Source: an optimization exercise on an open RTL-to-GDS flow (aim: small area, a short achievable clock period and few clock cycles). Production flows keep margins and buffers that such runs may drop. Where RTL was checked, it was by simulation tests only, not by an equivalence proof against the original. Power is estimated from default activity; no workload was simulated.

==> flow/design.v <==
`timescale 1ns / 1ps
`default_nettype none
package nfv5_pkg;
	localparam logic [15:0] NF_VERSION = 16'd5;
	localparam int unsigned HDR_WORDS = 6;
	localparam int unsigned REC_WORDS = 12;
	localparam int unsigned DIV1000_MUL_W = 29;
	localparam logic [DIV1000_MUL_W-1:0] DIV1000_MUL = 29'd274877907;
	localparam int unsigned DIV1000_SHIFT = 38;
	localparam int unsigned MS_Q_W = 23;
	localparam logic [31:0] K1000 = 32'd1000;
	typedef struct packed {
		logic [31:0] src_ip;
		logic [31:0] dst_ip;
		logic [31:0] packet_count;
		logic [31:0] byte_count;
		logic [31:0] ms_first;
		logic [31:0] ms_last;
		logic [31:0] epoch_secs;
		logic [31:0] epoch_nsecs;
		logic [15:0] src_port;
		logic [15:0] dst_port;
		logic [7:0]  tcp_flag_bits;
		logic [7:0]  protocol;
		logic        end_of_batch;
	} flow_ms_t;
endpackage
`default_nettype wire
`timescale 1ns / 1ps
`default_nettype none
module netflow_v5_packet_builder_core #(
	parameter int unsigned RECORDS_PER_PACKET = 30
) (
	input  logic        clk,
	input  logic        arst_n,
	input  logic        flow_valid,
	output logic        flow_ready,
	input  logic [31:0] flow_src_ip,
	input  logic [31:0] flow_dst_ip,
	input  logic [31:0] flow_packet_count,
	input  logic [31:0] flow_byte_count,
	input  logic [63:0] flow_first_seen,
	input  logic [63:0] flow_last_seen,
	input  logic [15:0] flow_src_port,
	input  logic [15:0] flow_dst_port,
	input  logic [7:0]  flow_tcp_flag_bits,
	input  logic [7:0]  flow_protocol,
	input  logic        flow_end_of_batch,
	output logic        words_valid,
	input  logic        words_ready,
	output logic [8:0]  words_word_index,
	output logic [31:0] words_data_word,
	output logic        words_last_of_packet
);
	function automatic logic [8:0] div125_r4(input logic [6:0] r, input logic [1:0] d);
		logic [9:0] x, x1, x2, x3;
		logic [1:0] q;
		logic [6:0] ro;
		x  = {1'b0, r, d};
		x1 = x - 10'd125;
		x2 = x - 10'd250;
		x3 = x - 10'd375;
		if (!x3[9]) begin
			q  = 2'd3;
			ro = x3[6:0];
		end else if (!x2[9]) begin
			q  = 2'd2;
			ro = x2[6:0];
		end else if (!x1[9]) begin
			q  = 2'd1;
			ro = x1[6:0];
		end else begin
			q  = 2'd0;
			ro = x[6:0];
		end
		div125_r4 = {q, ro};
	endfunction
	function automatic logic [9:0] div125_top(input logic [8:0] x);
		logic [2:0] q;
		logic [8:0] ro;
		if (x >= 9'd500) begin
			q  = 3'd4;
			ro = x - 9'd500;
		end else if (x >= 9'd375) begin
			q  = 3'd3;
			ro = x - 9'd375;
		end else if (x >= 9'd250) begin
			q  = 3'd2;
			ro = x - 9'd250;
		end else if (x >= 9'd125) begin
			q  = 3'd1;
			ro = x - 9'd125;
		end else begin
			q  = 3'd0;
			ro = x;
		end
		div125_top = {q, ro[6:0]};
	endfunction
	logic [31:0] r_src, r_dst, r_pc, r_bc, r_ports;
	logic [7:0]  r_flags, r_proto;
	logic [31:0] sf, sl;            
	logic [22:0] uf, ul;            
	logic [6:0]  rf, rl;            
	logic [31:0] base_q, seq_q, h_up, h_secs;
	logic [31:0] h_ns;
	logic [4:0]  cnt_q, hcnt_q;
	logic        opn_q;             
	logic        seq_c;             
	logic [8:1]  k_q;
	logic        c_b0, c_opn;       
	logic        c_gt;              
	logic        fa_ns, fb_x4, fb_nb, fb_q, fb_ns;
	logic        lb_x4, lb_nb, lb_nsf, lb_q, lb_nqf;
	logic        fr_q, nb_q, nclose_q, pend_q, pend_close_q, wrap_q;
	logic [4:0]  np_q;              
	logic        ov_q, olast_q;
	logic [8:0]  oidx_q;
	logic [31:0] od_q;
	logic       take, close_in;
	logic [4:0] cnt_in;
	assign take     = flow_valid && fr_q;
	assign cnt_in   = opn_q ? 5'd1 : cnt_q + 5'd1;
	assign close_in = (cnt_in == 5'(RECORDS_PER_PACKET)) || flow_end_of_batch;
	logic        k_div, k_mul, k_ns, k_idle;
	logic [9:0]  tf, tl;
	logic [8:0]  f1, f2, l1, l2;
	logic [31:0] qf, ql;
	logic [31:0] f_a, f_b, f_sum, l_a, l_b, l_sum;
	logic        f_ci, l_ci, l_co;
	logic [8:1] k_n;
	assign k_n    = {k_q[7:1], take};
	assign k_div  = |k_q[5:1];
	assign k_mul  = |k_q[3:1];
	assign k_ns   = k_q[5] || k_q[7] || k_q[8];
	assign k_idle = !(|k_q);
	assign tf = div125_top(flow_first_seen[31:23]);
	assign tl = div125_top(flow_last_seen[31:23]);
	assign f1 = div125_r4(rf, uf[19:18]);
	assign f2 = div125_r4(f1[6:0], uf[17:16]);
	assign l1 = div125_r4(rl, ul[19:18]);
	assign l2 = div125_r4(l1[6:0], ul[17:16]);
	assign qf = {9'd0, uf};
	assign ql = {9'd0, ul};
	assign f_a  = fa_ns ? h_ns : sf;
	assign f_b  = ({32{fb_x4}} & (sf << 2)) | ({32{fb_nb}} & ~base_q) |
	              ({32{fb_q}} & qf) | ({32{fb_ns}} & (h_ns << 2));
	assign f_ci = fb_nb;
	assign l_a  = sl;
	assign l_b  = ({32{lb_x4}} & (sl << 2)) | ({32{lb_nb}} & ~base_q) |
	              ({32{lb_nsf}} & ~sf) | ({32{lb_q}} & ql) | ({32{lb_nqf}} & ~qf);
	assign l_ci = lb_nb || lb_nsf || lb_nqf;
	assign f_sum = f_a + f_b + 32'(f_ci);
	assign {l_co, l_sum} = {1'b0, l_a} + {1'b0, l_b} + 33'(l_ci);
	logic adv, avail, load, last_np;
	assign adv     = !ov_q || words_ready;
	assign avail   = (np_q == 5'd6 || np_q == 5'd7) ? (k_q[8] || k_idle) : 1'b1;
	assign load    = adv && nb_q && avail;
	assign last_np = nclose_q ? (np_q == 5'd17) : (np_q == 5'd11);
	logic       nb_n, nclose_n, pend_n, pend_close_n, fr_n;
	logic [4:0] np_n;
	always_comb begin
		nb_n         = nb_q;
		nclose_n     = nclose_q;
		pend_n       = pend_q;
		pend_close_n = pend_close_q;
		np_n         = np_q;
		if (take) begin
			pend_n       = 1'b1;
			pend_close_n = close_in;
		end
		if (load) begin
			np_n = np_q + 5'd1;
			if (last_np) nb_n = 1'b0;
		end
		if (!nb_n && pend_n) begin
			nb_n     = 1'b1;
			np_n     = 5'd0;
			nclose_n = pend_close_n;
			pend_n   = 1'b0;
		end
		fr_n = !pend_n && (!nb_n || (nclose_n ? (np_n >= 5'd16) : (np_n >= 5'd10)));
	end
	logic [31:0] word;
	always_comb begin
		case (np_q)
			5'd0:    word = r_src;
			5'd1:    word = r_dst;
			5'd4:    word = r_pc;
			5'd5:    word = r_bc;
			5'd6:    word = c_gt ? sl : sf;
			5'd7:    word = sl;
			5'd8:    word = r_ports;
			5'd9:    word = {8'h00, r_flags, r_proto, 8'h00};
			5'd12:   word = {16'd5, 11'd0, cnt_q};
			5'd13:   word = h_up;
			5'd14:   word = h_secs;
			5'd15:   word = h_ns;
			5'd16:   word = seq_q;
			default: word = 32'd0;
		endcase
	end
	always_ff @(posedge clk or negedge arst_n) begin
		if (!arst_n) begin
			fr_q         <= 1'b1;
			nb_q         <= 1'b0;
			nclose_q     <= 1'b0;
			pend_q       <= 1'b0;
			pend_close_q <= 1'b0;
			np_q         <= 5'd0;
			wrap_q       <= 1'b0;
			ov_q         <= 1'b0;
			oidx_q       <= 9'd5;
			k_q          <= '0;
			fa_ns        <= 1'b0;
			fb_x4        <= 1'b0;
			fb_nb        <= 1'b0;
			fb_q         <= 1'b0;
			fb_ns        <= 1'b0;
			lb_x4        <= 1'b0;
			lb_nb        <= 1'b0;
			lb_nsf       <= 1'b0;
			lb_q         <= 1'b0;
			lb_nqf       <= 1'b0;
			opn_q        <= 1'b1;
			cnt_q        <= 5'd0;
			hcnt_q       <= 5'd0;
			base_q       <= 32'd0;
			seq_q        <= 32'd0;
			seq_c        <= 1'b0;
		end else begin
			fr_q         <= fr_n;
			nb_q         <= nb_n;
			nclose_q     <= nclose_n;
			pend_q       <= pend_n;
			pend_close_q <= pend_close_n;
			np_q         <= np_n;
			if (adv) ov_q <= load;
			seq_c <= 1'b0;
			if (load) begin
				oidx_q <= wrap_q ? 9'd0 : oidx_q + 9'd1;
				wrap_q <= nclose_q && (np_q == 5'd11);
				if (np_q == 5'd12) hcnt_q <= cnt_q;
				if (np_q == 5'd16) {seq_c, seq_q[7:0]} <= {1'b0, seq_q[7:0]} + 9'(hcnt_q);
			end
			if (seq_c) seq_q[31:8] <= seq_q[31:8] + 24'd1;
			k_q   <= k_n;
			fa_ns <= k_n[5] || k_n[7] || k_n[8];
			fb_x4 <= |k_n[3:1];
			fb_nb <= k_n[4] && !c_b0;
			fb_q  <= k_n[6];
			fb_ns <= k_n[5] || k_n[7] || k_n[8];
			lb_x4 <= |k_n[3:1];
			lb_nb <= k_n[4] && !c_b0;
			lb_nsf <= (k_n[4] && c_b0) || (k_n[7] && !c_b0);
			lb_q  <= k_n[6];
			lb_nqf <= k_n[7] && c_b0;
			if (take) begin
				opn_q <= close_in;
				cnt_q <= cnt_in;
			end
			if (k_q[6] && c_b0) base_q <= f_sum;
		end
	end
	always_ff @(posedge clk) begin
		if (adv) begin
			od_q    <= word;
			olast_q <= (np_q == 5'd17);
		end
		if (fr_q) begin
			r_src   <= flow_src_ip;
			r_dst   <= flow_dst_ip;
			r_pc    <= flow_packet_count;
			r_bc    <= flow_byte_count;
			r_ports <= {flow_src_port, flow_dst_port};
			r_flags <= flow_tcp_flag_bits;
			r_proto <= flow_protocol;
			sf      <= {flow_first_seen[60:32], 3'd0};
			sl      <= {flow_last_seen[60:32], 3'd0};
			uf      <= {tf[9:7], flow_first_seen[22:3]};
			ul      <= {tl[9:7], flow_last_seen[22:3]};
			rf      <= tf[6:0];
			rl      <= tl[6:0];
			c_b0    <= (base_q == 32'd0);
			c_opn   <= opn_q;
			if (opn_q) begin
				h_secs <= flow_last_seen[63:32];
				h_ns   <= {flow_last_seen[28:0], 3'd0};
			end
		end else begin
			if (k_div) begin
				uf[19:0] <= {uf[15:0], f1[8:7], f2[8:7]};
				rf <= f2[6:0];
				ul[19:0] <= {ul[15:0], l1[8:7], l2[8:7]};
				rl <= l2[6:0];
			end
			if (k_mul || k_q[4] || k_q[6]) sf <= (k_q[6] && c_b0) ? 32'd0 : f_sum;
			if (k_mul || k_q[4] || k_q[6] || (k_q[7] && c_b0)) sl <= l_sum;
			if (k_q[7]) c_gt <= !c_b0 && !l_co;
			if (c_opn && k_ns) h_ns <= f_sum;
			if (c_opn && k_q[7]) h_up <= c_b0 ? l_sum : sl;
		end
	end
	assign flow_ready           = fr_q;
	assign words_valid          = ov_q;
	assign words_word_index     = oidx_q;
	assign words_data_word      = od_q;
	assign words_last_of_packet = olast_q;
endmodule
`default_nettype wire
clock: 10.0 ns
lec_check: 0
cap_margin: 20
core_margin: 2
core_utilization: 55
cts_buf_list: sky130_fd_sc_hd__clkbuf_4 sky130_fd_sc_hd__clkbuf_8
place_density: 0.7
setup_slack_margin: 5
slew_margin: 20
tns_end_percent: 0
standard.sh (not shown) runs the stock make flow with config.mk's settings and CLKGATE_MAP_FILE= SYNTH_SCRIPT=/design/flow/synth_recipe.tcl, a recipe that flattens the netlist after the stock synthesis.
==> flow/flow/run.sh <==
#!/bin/bash
set -euo pipefail
export BUFFER_PORTS_ARGS="-buffer_cell sky130_fd_sc_hd__buf_1"
bash standard.sh SETUP_SLACK_MARGIN=6.5 finish > layout.log 2>&1
Testbench counts at the start, summed over its fixed seeds: cycles 40,362.
Then changed:
--- a/flow/design.v
+++ b/flow/design.v
@@ -113,5 +113,5 @@
 	logic        lb_x4, lb_nb, lb_nsf, lb_q, lb_nqf;
 	logic        fr_q, nb_q, nclose_q, pend_q, pend_close_q, wrap_q;
-	logic [4:0]  np_q;              
+	logic [17:0] np_q;              
 	logic        ov_q, olast_q;
 	logic [8:0]  oidx_q;
@@ -154,9 +154,9 @@
 	logic adv, avail, load, last_np;
 	assign adv     = !ov_q || words_ready;
-	assign avail   = (np_q == 5'd6 || np_q == 5'd7) ? (k_q[8] || k_idle) : 1'b1;
+	assign avail   = (np_q[6] || np_q[7]) ? (k_q[8] || k_idle) : 1'b1;
 	assign load    = adv && nb_q && avail;
-	assign last_np = nclose_q ? (np_q == 5'd17) : (np_q == 5'd11);
+	assign last_np = nclose_q ? np_q[17] : np_q[11];
 	logic       nb_n, nclose_n, pend_n, pend_close_n, fr_n;
-	logic [4:0] np_n;
+	logic [17:0] np_n;
 	always_comb begin
 		nb_n         = nb_q;
@@ -170,34 +170,22 @@
 		end
 		if (load) begin
-			np_n = np_q + 5'd1;
+			np_n = {np_q[16:0], 1'b0};
 			if (last_np) nb_n = 1'b0;
 		end
 		if (!nb_n && pend_n) begin
 			nb_n     = 1'b1;
-			np_n     = 5'd0;
+			np_n     = 18'd1;
 			nclose_n = pend_close_n;
 			pend_n   = 1'b0;
 		end
-		fr_n = !pend_n && (!nb_n || (nclose_n ? (np_n >= 5'd16) : (np_n >= 5'd10)));
+		fr_n = !pend_n && (!nb_n || (nclose_n ? (|np_n[17:16]) : (|np_n[17:10])));
 	end
 	logic [31:0] word;
-	always_comb begin
-		case (np_q)
-			5'd0:    word = r_src;
-			5'd1:    word = r_dst;
-			5'd4:    word = r_pc;
-			5'd5:    word = r_bc;
-			5'd6:    word = c_gt ? sl : sf;
-			5'd7:    word = sl;
-			5'd8:    word = r_ports;
-			5'd9:    word = {8'h00, r_flags, r_proto, 8'h00};
-			5'd12:   word = {16'd5, 11'd0, cnt_q};
-			5'd13:   word = h_up;
-			5'd14:   word = h_secs;
-			5'd15:   word = h_ns;
-			5'd16:   word = seq_q;
-			default: word = 32'd0;
-		endcase
-	end
+	assign word = ({32{np_q[0]}} & r_src) | ({32{np_q[1]}} & r_dst) |
+	              ({32{np_q[4]}} & r_pc) | ({32{np_q[5]}} & r_bc) |
+	              ({32{np_q[6] && !c_gt}} & sf) | ({32{np_q[7] || (np_q[6] && c_gt)}} & sl) |
+	              ({32{np_q[8]}} & r_ports) | ({32{np_q[9]}} & {8'h00, r_flags, r_proto, 8'h00}) |
+	              ({32{np_q[12]}} & {16'd5, 11'd0, cnt_q}) | ({32{np_q[13]}} & h_up) |
+	              ({32{np_q[14]}} & h_secs) | ({32{np_q[15]}} & h_ns) | ({32{np_q[16]}} & seq_q);
 	always_ff @(posedge clk or negedge arst_n) begin
 		if (!arst_n) begin
@@ -207,5 +195,5 @@
 			pend_q       <= 1'b0;
 			pend_close_q <= 1'b0;
-			np_q         <= 5'd0;
+			np_q         <= 18'd0;
 			wrap_q       <= 1'b0;
 			ov_q         <= 1'b0;
@@ -239,7 +227,7 @@
 			if (load) begin
 				oidx_q <= wrap_q ? 9'd0 : oidx_q + 9'd1;
-				wrap_q <= nclose_q && (np_q == 5'd11);
-				if (np_q == 5'd12) hcnt_q <= cnt_q;
-				if (np_q == 5'd16) {seq_c, seq_q[7:0]} <= {1'b0, seq_q[7:0]} + 9'(hcnt_q);
+				wrap_q <= nclose_q && np_q[11];
+				if (np_q[12]) hcnt_q <= cnt_q;
+				if (np_q[16]) {seq_c, seq_q[7:0]} <= {1'b0, seq_q[7:0]} + 9'(hcnt_q);
 			end
 			if (seq_c) seq_q[31:8] <= seq_q[31:8] + 24'd1;
@@ -265,5 +253,5 @@
 		if (adv) begin
 			od_q    <= word;
-			olast_q <= (np_q == 5'd17);
+			olast_q <= np_q[17];
 		end
 		if (fr_q) begin
@@ -298,5 +286,5 @@
 			if (k_q[7]) c_gt <= !c_b0 && !l_co;
 			if (c_opn && k_ns) h_ns <= f_sum;
-			if (c_opn && k_q[7]) h_up <= c_b0 ? l_sum : sl;
+			if (c_opn && k_q[8]) h_up <= sl;
 		end
 	end
Result: Total power fell by 18%. Register-to-register slack is better by 0.12 ns. Clock power rose by about 6%. Hold slack is worse by 0.0094 ns. Via count fell by 2.4%. Sequential power fell by 12%. Cell area fell by 1.3%. Sequential share of layout area rose by 1.5 points. Synthesized area fell by 1.3%. Wire length fell by 2.1%. Final cell count fell by 2.3%. Setup slack is better by 0.12 ns. Critical path depth fell by 2. First-iteration DRC count fell by 8.1%.
No functional check of the RTL was part of the second run of this note.

[what the ideal ports hide]
In the flow no input, the clock included, has a driving cell. The finished layouts below were timed again as built, in two steps.
Step 1 sets driving cells, clkbuf_16 on the clock port and buf_2 on the other inputs (assumed; they add their load-dependent delay and slew).
Step 2 also shifts input and output timing later by t, the mid clock arrival at the registers, as if the neighbouring blocks saw the same clock.
Three values: ideal, step 1, step 2; two values: the first two.
run | shift t [ns] | setup slack, ns | worst hold slack (ns) | worst setup path at the end | worst slew at a driven data input, ns
the first run | 0.738 | 6.067 / 6.067 / 5.412 | 0.405 / 0.405 / 0.405 | input to register | 0.10
the second run | 0.755 | 6.189 / 6.189 / 5.505 | 0.395 / 0.395 / 0.395 | input to register | 0.09
After both steps setup and hold are still met in every run listed. The setup slack of the second run, which loses most, moves by 0.000 ns with the drivers and by -0.684 ns with both steps.
